From an optimization exercise on the open Yosys and OpenROAD flow, aimed at small area and a short achievable clock period; shortcuts taken in it are not production practice. At most, simulation tests tie the RTL to the original design; equivalence was not proved. The flow treats the clock pin as an ideal source, which a real chip does not have. Power figures rest on the tool's default switching activity, not on a simulated workload.

red:
Design ibuffer_pack, start of the top module:
module ibuffer_pack #(
  parameter int DATA_WIDTH = 64,
  parameter int BEATS      = 2,
  parameter int DEPTH      = 16,
  parameter int DEST_WIDTH = 4,
  localparam int BEAT_W    = DATA_WIDTH + 7,
  localparam int WORD_W    = BEATS * BEAT_W
) (
  input  logic                  clk,
  input  logic                  reset,
  input  logic                  i_valid,
  input  logic                  i_sop,
  input  logic                  i_eop,
  input  logic                  i_error,
  input  logic [2:0]            i_empty,
  input  logic [DATA_WIDTH-1:0] i_data,
  output logic                  o_ready,
  output logic                  o_valid,
  output logic [WORD_W-1:0]     o_data,
  output logic [DEST_WIDTH-1:0] o_dest,
  input  logic                  i_ready,
  output logic                  o_sop_err
);
export LEC_CHECK = 0
export CAP_MARGIN = 20
export CORE_MARGIN = 2
export CORE_UTILIZATION = 60
export CTS_CLUSTER_DIAMETER = 90
export CTS_CLUSTER_SIZE = 28
export PLACE_DENSITY = 0.7
export SETUP_SLACK_MARGIN = 3.3
export SLEW_MARGIN = 20
export POST_GLOBAL_PLACE_TCL = /design/flow/flow/post_gpl.tcl
export POST_CTS_TCL = /design/flow/flow/post_cts.tcl
export BUFFER_PORTS_ARGS = -buffer_cell sky130_fd_sc_hd__buf_4
create_clock -name core_clock -period 5.5 [get_ports {clk}]
standard.sh (not shown) runs the stock make flow with config.mk's settings and CLKGATE_MAP_FILE= SYNTH_SCRIPT=/design/flow/synth_recipe.tcl, a recipe that flattens the netlist after the stock synthesis.
==> flow/flow/run.sh <==
#!/bin/bash
# Standard ORFS layout, with three changes:
#  * port buffers are sky130_fd_sc_hd__buf_4 (buffer_ports -buffer_cell) instead of the
#    default choice (a slow delay buffer);
#  * after global placement, flow/post_gpl.tcl moves each output port's buffer next to the
#    register that drives it, then places the pins again;
#  * after CTS, flow/post_cts.tcl rebuilds the top of the clock tree (see clk_eco.tcl).
# Each tool's output goes to the ORFS logs under orfs/logs; make's own output to run_make.log.
set -euo pipefail
W=$(pwd)
cat >> "$W/config.mk" <<EOT
export POST_GLOBAL_PLACE_TCL = $W/flow/post_gpl.tcl
export POST_CTS_TCL = $W/flow/post_cts.tcl
export BUFFER_PORTS_ARGS = -buffer_cell sky130_fd_sc_hd__buf_4
EOT
bash standard.sh finish > "$W/run_make.log" 2>&1
==> flow/flow/post_gpl.tcl <==
# Runs at the end of ORFS's global placement (POST_GLOBAL_PLACE_TCL): put each output port's
# buffer next to the cell that drives it, so that the register driving an output sees a short
# wire and the (stronger) port buffer drives the long wire to the pin. Detailed placement
# legalizes the moved buffers afterwards.
set blk [ord::get_db_block]
set moved 0
foreach bt [$blk getBTerms] {
  if {[$bt getIoType] ne "OUTPUT"} continue
  set net [$bt getNet]
  set buf ""
  foreach it [$net getITerms] { if {[$it isOutputSignal]} { set buf [$it getInst] } }
  if {$buf eq ""} continue
  set in [$buf findITerm A]
  if {$in eq "NULL"} continue
  set drv ""
  foreach it [[$in getNet] getITerms] { if {[$it isOutputSignal]} { set drv [$it getInst] } }
  if {$drv eq ""} continue
  set loc [$drv getLocation]
  $buf setLocation [lindex $loc 0] [lindex $loc 1]
  incr moved
}
puts "post_gpl: moved $moved output buffers next to their drivers"

# Place the pins again, now that the cells (and the moved port buffers) have their places, so
# each pin sits near the cell it connects to. Same layers as ORFS's own pin placement step.
set hl met3; set vl met2
if {[info exists ::env(IO_PLACER_H)]} { set hl $::env(IO_PLACER_H) }
if {[info exists ::env(IO_PLACER_V)]} { set vl $::env(IO_PLACER_V) }
place_pins -hor_layers $hl -ver_layers $vl

# Then move each output's driving register, with its port buffer, half way towards the pin:
# the register's inputs have more timing slack than the path from it to the pin.
foreach bt [$blk getBTerms] {
  if {[$bt getIoType] ne "OUTPUT"} continue
  set net [$bt getNet]
  set buf ""
  foreach it [$net getITerms] { if {[$it isOutputSignal]} { set buf [$it getInst] } }
  if {$buf eq ""} continue
  set in [$buf findITerm A]
  if {$in eq "NULL"} continue
  set drv ""
  foreach it [[$in getNet] getITerms] { if {[$it isOutputSignal]} { set drv [$it getInst] } }
  if {$drv eq ""} continue
  if {![[$drv getMaster] isSequential]} continue
  set bb [$bt getBBox]
  set loc [$drv getLocation]
  set x [expr {([lindex $loc 0] + [$bb xMin]) / 2}]
  set y [expr {([lindex $loc 1] + [$bb yMin]) / 2}]
  $drv setLocation $x $y
  $buf setLocation $x $y
}
Other scripts of this flow, unchanged in this note and not shown: flow/flow/clk_eco.tcl, flow/flow/post_cts.tcl
Modified inputs, blue compared to red
-- flow/flow/post_gpl.tcl --
<<< red, line 29
place_pins -hor_layers $hl -ver_layers $vl

# Then move each output's driving register, with its port buffer, half way towards the pin:
# the register's inputs have more timing slack than the path from it to the pin.
foreach bt [$blk getBTerms] {
  if {[$bt getIoType] ne "OUTPUT"} continue
  set net [$bt getNet]
  set buf ""
  foreach it [$net getITerms] { if {[$it isOutputSignal]} { set buf [$it getInst] } }
  if {$buf eq ""} continue
  set in [$buf findITerm A]
  if {$in eq "NULL"} continue
  set drv ""
  foreach it [[$in getNet] getITerms] { if {[$it isOutputSignal]} { set drv [$it getInst] } }
  if {$drv eq ""} continue
  if {![[$drv getMaster] isSequential]} continue
  set bb [$bt getBBox]
  set loc [$drv getLocation]
  set x [expr {([lindex $loc 0] + [$bb xMin]) / 2}]
  set y [expr {([lindex $loc 1] + [$bb yMin]) / 2}]
  $drv setLocation $x $y
  $buf setLocation $x $y
}
>>> blue, line 29
place_pins -hor_layers $hl -ver_layers $vl
### Flow results
Re clock power share: blue is 0.2 points down on red.
Post-route worst setup slack essentially unchanged between red and blue.
Where worst hold margin is concerned, red is better than blue.
blue -> red: post-route total power flat
blue against red: arrival time at the worst endpoint rose by 0.10 ns, internal power contribution about even.
Highest clock rate essentially unchanged between red and blue.
[blue] final antenna diode count fell 5 relative to red
Compared with red, blue instantiates a smaller number of standard cells.
No run of this note included a check of the RTL's function; only the layout flow was run.

Setup of the baseline:
The RTL this note starts from:
==> flow/design.v <==
module ibuffer_pack #(
  parameter int DATA_WIDTH = 64,
  parameter int BEATS      = 2,
  parameter int DEPTH      = 16,
  parameter int DEST_WIDTH = 4,
  localparam int BEAT_W    = DATA_WIDTH + 7,
  localparam int WORD_W    = BEATS * BEAT_W
) (
  input  logic                  clk,
  input  logic                  reset,
  input  logic                  i_valid,
  input  logic                  i_sop,
  input  logic                  i_eop,
  input  logic                  i_error,
  input  logic [2:0]            i_empty,
  input  logic [DATA_WIDTH-1:0] i_data,
  output logic                  o_ready,
  output logic                  o_valid,
  output logic [WORD_W-1:0]     o_data,
  output logic [DEST_WIDTH-1:0] o_dest,
  input  logic                  i_ready,
  output logic                  o_sop_err
);
  localparam int UW = BEAT_W - 1;    
  localparam int LW = BEAT_W;        
  localparam int RD = DEPTH - 1;     
  logic [DEPTH-1:0] occ_q, occ_d;
  logic             full_q, rdy_q;
  logic             slot_q, sop_err_q;
  logic [RD-1:0]    wen_q, wen_d, rptr_q;
  logic [RD-1:0][UW-1:0] ram_up_q;
  logic [RD-1:0][LW-1:0] ram_lo_q;
  logic [UW-1:0]         hd_up_q;
  logic [LW-1:0]         hd_lo_q;
  logic [UW-1:0] beat_up, rd_up, hd_up_d;
  logic [LW-1:0] beat_lo, rd_lo, hd_lo_d;
  logic          valid, two;
  logic          accept, sec, push, pop, to_head, ram_push, ram_pop, hd_en, up_wr;
  assign rdy_q     = !full_q;
  assign valid     = occ_q[0];
  assign two       = occ_q[1];
  assign o_ready   = rdy_q;
  assign o_valid   = valid;
  assign o_data    = {1'b1, hd_up_q, hd_lo_q};
  assign o_dest    = o_data[WORD_W-8 -: DEST_WIDTH];
  assign o_sop_err = sop_err_q;
  assign beat_up  = {i_sop, i_eop, i_empty, i_error, i_data};
  assign sec      = slot_q && !i_sop;
  assign beat_lo  = sec ? {1'b1, beat_up} : '0;
  assign accept   = i_valid && rdy_q;
  assign push     = accept && (i_eop || sec);
  assign pop      = valid && i_ready;
  assign to_head  = push && (!valid || (!two && pop));
  assign ram_push = push && !to_head;
  assign ram_pop  = pop && two;
  assign hd_en    = ram_pop || to_head;
  assign up_wr    = !slot_q || (i_valid && i_sop);
  always_comb begin
    rd_up = '0;
    rd_lo = '0;
    for (int i = 0; i < RD; i++) begin
      rd_up = rd_up | (ram_up_q[i] & {UW{rptr_q[i]}});
      rd_lo = rd_lo | (ram_lo_q[i] & {LW{rptr_q[i]}});
    end
    hd_up_d = (two || sec) ? rd_up : beat_up;
    hd_lo_d = two ? rd_lo : beat_lo;
  end
  always_comb begin
    occ_d = occ_q;
    if (push && !pop)      occ_d = {occ_q[DEPTH-2:0], 1'b1};
    else if (pop && !push) occ_d = {1'b0, occ_q[DEPTH-1:1]};
    if (occ_d[DEPTH-1])  wen_d = '0;
    else if (full_q)     wen_d = rptr_q;
    else if (ram_push)   wen_d = {wen_q[RD-2:0], wen_q[RD-1]};
    else                 wen_d = wen_q;
  end
  always_ff @(posedge clk or posedge reset) begin
    if (reset) begin
      occ_q     <= '0;
      full_q    <= 1'b0;
      slot_q    <= 1'b0;
      sop_err_q <= 1'b0;
      wen_q     <= RD'(1);
      rptr_q    <= RD'(1);
    end else begin
      occ_q     <= occ_d;
      full_q    <= occ_d[DEPTH-1];
      sop_err_q <= accept && i_sop && slot_q;
      if (accept) slot_q <= !push;
      wen_q     <= wen_d;
      if (ram_pop)  rptr_q <= {rptr_q[RD-2:0], rptr_q[RD-1]};
    end
  end
  always_ff @(posedge clk) begin
    for (int i = 0; i < RD; i++) begin
      if (wen_q[i]) begin
        if (up_wr) ram_up_q[i] <= beat_up;
        ram_lo_q[i] <= beat_lo;
      end
    end
    if (hd_en) begin
      hd_up_q <= hd_up_d;
      hd_lo_q <= hd_lo_d;
    end
  end
endmodule
export LEC_CHECK = 0
export CAP_MARGIN = 20
export CORE_MARGIN = 2
export CORE_UTILIZATION = 60
export CTS_CLUSTER_DIAMETER = 100
export CTS_CLUSTER_SIZE = 25
export PLACE_DENSITY = 0.7
export SETUP_SLACK_MARGIN = 3.1
export SLEW_MARGIN = 20
export POST_GLOBAL_PLACE_TCL = /design/flow/flow/post_gpl.tcl
export POST_CTS_TCL = /design/flow/flow/post_cts.tcl
export BUFFER_PORTS_ARGS = -buffer_cell sky130_fd_sc_hd__buf_4
create_clock -name core_clock -period 5.5 [get_ports {clk}]
==> flow/flow/run.sh <==
#!/bin/bash
# Standard ORFS layout, with three changes:
#  * port buffers are sky130_fd_sc_hd__buf_4 (buffer_ports -buffer_cell) instead of the
#    default choice (a slow delay buffer);
#  * after global placement, flow/post_gpl.tcl moves each output port's buffer next to the
#    register that drives it;
#  * after CTS, flow/post_cts.tcl rebuilds the top of the clock tree (see clk_eco.tcl).
# Each tool's output goes to the ORFS logs under orfs/logs; make's own output to run_make.log.
set -euo pipefail
W=$(pwd)
cat >> "$W/config.mk" <<EOT
export POST_GLOBAL_PLACE_TCL = $W/flow/post_gpl.tcl
export POST_CTS_TCL = $W/flow/post_cts.tcl
export BUFFER_PORTS_ARGS = -buffer_cell sky130_fd_sc_hd__buf_4
EOT
bash standard.sh finish > "$W/run_make.log" 2>&1
Other scripts of this flow, unchanged in this note and not shown: flow/flow/clk_eco.tcl, flow/flow/post_cts.tcl, flow/flow/post_gpl.tcl
The final layout from the baseline, which completed every stage, passed the timing, DRC and antenna checks at the end of the flow.
diff inputs: the baseline => the candidate
--- a/flow/config.mk
+++ b/flow/config.mk
@@ -13,3 +13,3 @@
 export PLACE_DENSITY = 0.7
-export SETUP_SLACK_MARGIN = 3.1
+export SETUP_SLACK_MARGIN = 3.2
 export SLEW_MARGIN = 20
Results
The candidate ran to completion and came out clean on the timing, DRC and antenna checks. The candidate and the baseline ended up with roughly the same combinational group share of total power. On peak per-stage delay on the critical path, the higher figure sits with the baseline, not the candidate. Detailed route, the candidate vs the baseline: via total higher for the candidate. In the candidate the cell area turned out 440 um^2 higher than in the baseline. When the final numbers for the candidate and the baseline were put side by side, the global-route wire length before repair turned out to be greater in the candidate. On total power, the candidate and the baseline are basically level.

Another version of the RTL of ibuffer_pack (not shown whole).
Size in the first run: ~2,300 flip-flops, ~220 I/O pins, ~82,000 um2 of cells after synthesis.
==> flow/config.mk <==
export PLATFORM = sky130hd
export DESIGN_NAME = ibuffer_pack
export DESIGN_NICKNAME = ibuffer_pack
export VERILOG_FILES = /design/flow/design.v
export SDC_FILE = /design/flow/constraint.sdc
export NUM_CORES = 4
export LEC_CHECK = 0
export CAP_MARGIN = 20
export CORE_MARGIN = 2
export CORE_UTILIZATION = 60
export CTS_CLUSTER_DIAMETER = 90
export CTS_CLUSTER_SIZE = 28
export PLACE_DENSITY = 0.7
export SETUP_SLACK_MARGIN = 3.4
export SLEW_MARGIN = 20
export POST_GLOBAL_PLACE_TCL = /design/flow/flow/post_gpl.tcl
export POST_CTS_TCL = /design/flow/flow/post_cts.tcl
export BUFFER_PORTS_ARGS = -buffer_cell sky130_fd_sc_hd__buf_4
==> flow/constraint.sdc <==
create_clock -name core_clock -period 5.5 [get_ports {clk}]
set_input_delay 1.1000 -clock core_clock [delete_from_list [all_inputs] [get_ports {clk}]]
set_output_delay 1.1000 -clock core_clock [all_outputs]
set_load 0.01 [all_outputs]
==> flow/flow/run.sh <==
#!/bin/bash
# Standard ORFS layout, with three changes:
#  * port buffers are sky130_fd_sc_hd__buf_4 (buffer_ports -buffer_cell) instead of the
#    default choice (a slow delay buffer);
#  * after global placement, flow/post_gpl.tcl moves each output port's buffer next to the
#    register that drives it, then places the pins again;
#  * after CTS, flow/post_cts.tcl rebuilds the top of the clock tree (see clk_eco.tcl).
# Each tool's output goes to the ORFS logs under orfs/logs; make's own output to run_make.log.
set -euo pipefail
W=$(pwd)
cat >> "$W/config.mk" <<EOT
export POST_GLOBAL_PLACE_TCL = $W/flow/post_gpl.tcl
export POST_CTS_TCL = $W/flow/post_cts.tcl
export BUFFER_PORTS_ARGS = -buffer_cell sky130_fd_sc_hd__buf_4
EOT
bash standard.sh finish > "$W/run_make.log" 2>&1
Other scripts of this flow, unchanged in this note and not shown: flow/flow/clk_eco.tcl, flow/flow/post_cts.tcl, flow/flow/post_gpl.tcl
The first run ran to the end with no violations.
==> next run, changes <==
--- a/flow/config.mk
+++ b/flow/config.mk
@@ -8,9 +8,9 @@
 export CAP_MARGIN = 20
 export CORE_MARGIN = 2
-export CORE_UTILIZATION = 60
+export CORE_UTILIZATION = 65
 export CTS_CLUSTER_DIAMETER = 90
 export CTS_CLUSTER_SIZE = 28
-export PLACE_DENSITY = 0.7
-export SETUP_SLACK_MARGIN = 3.4
+export PLACE_DENSITY = 0.74
+export SETUP_SLACK_MARGIN = 3.3
 export SLEW_MARGIN = 20
 export POST_GLOBAL_PLACE_TCL = /design/flow/flow/post_gpl.tcl
Clock skew is about the same.
Global-route usage grows by 3.1 points.
Maximum frequency hardly moves.
Power grows slightly.
Cell area shrinks slightly.
Register-to-register slack got worse by 170 ps.
Hold slack got worse by 7.4 ps.

static timing again, ports no longer ideal:
No port has a modelled driver above. Below, the same layouts with a new extraction and two added sets of constraints. Step 1 assumes that a clkbuf_16 drives the clock port and a buf_2 every other input. Step 2 adds t to the input delays and takes it off the output delays; t is the mean of the earliest and latest rising clock arrival at the registers after step 1. Input paths then give back, and output paths get back, about the clock's delay inside the block. Slacks: ideal ports / drivers / drivers and shift; pairs: ideal ports / drivers.
| run | shift t [ns] | slack for setup (ns) | hold WS [ns] | clock arrival spread, ns | worst data-port slew with drivers (ns) |
|---|---|---|---|---|---|
| red | 0.730 | 3.230 / 3.077 / 2.654 | 0.534 / 0.534 / 0.534 | 0.054 / 0.055 | 0.15 |
| blue | 0.717 | 3.232 / 3.078 / 2.675 | 0.530 / 0.530 / 0.530 | 0.051 / 0.052 | 0.13 |
| the baseline | 0.778 | 3.043 / 2.957 / 2.413 | 0.525 / 0.485 / 0.525 | 0.057 / 0.057 | 0.16 |
| the candidate | 0.778 | 3.142 / 2.967 / 2.529 | 0.525 / 0.482 / 0.525 | 0.057 / 0.057 | 0.16 |
| the first run of note 3 | 0.728 | 3.225 / 3.045 / 2.776 | 0.563 / 0.563 / 0.563 | 0.043 / 0.043 | 0.07 |
| the second run of note 3 | 0.730 | 3.227 / 3.049 / 2.691 | 0.556 / 0.556 / 0.556 | 0.034 / 0.035 | 0.14 |
After both steps setup and hold are still met in every run listed. The setup slack of the baseline, which loses most, moves by -0.086 ns with the drivers and by -0.630 ns with both steps.
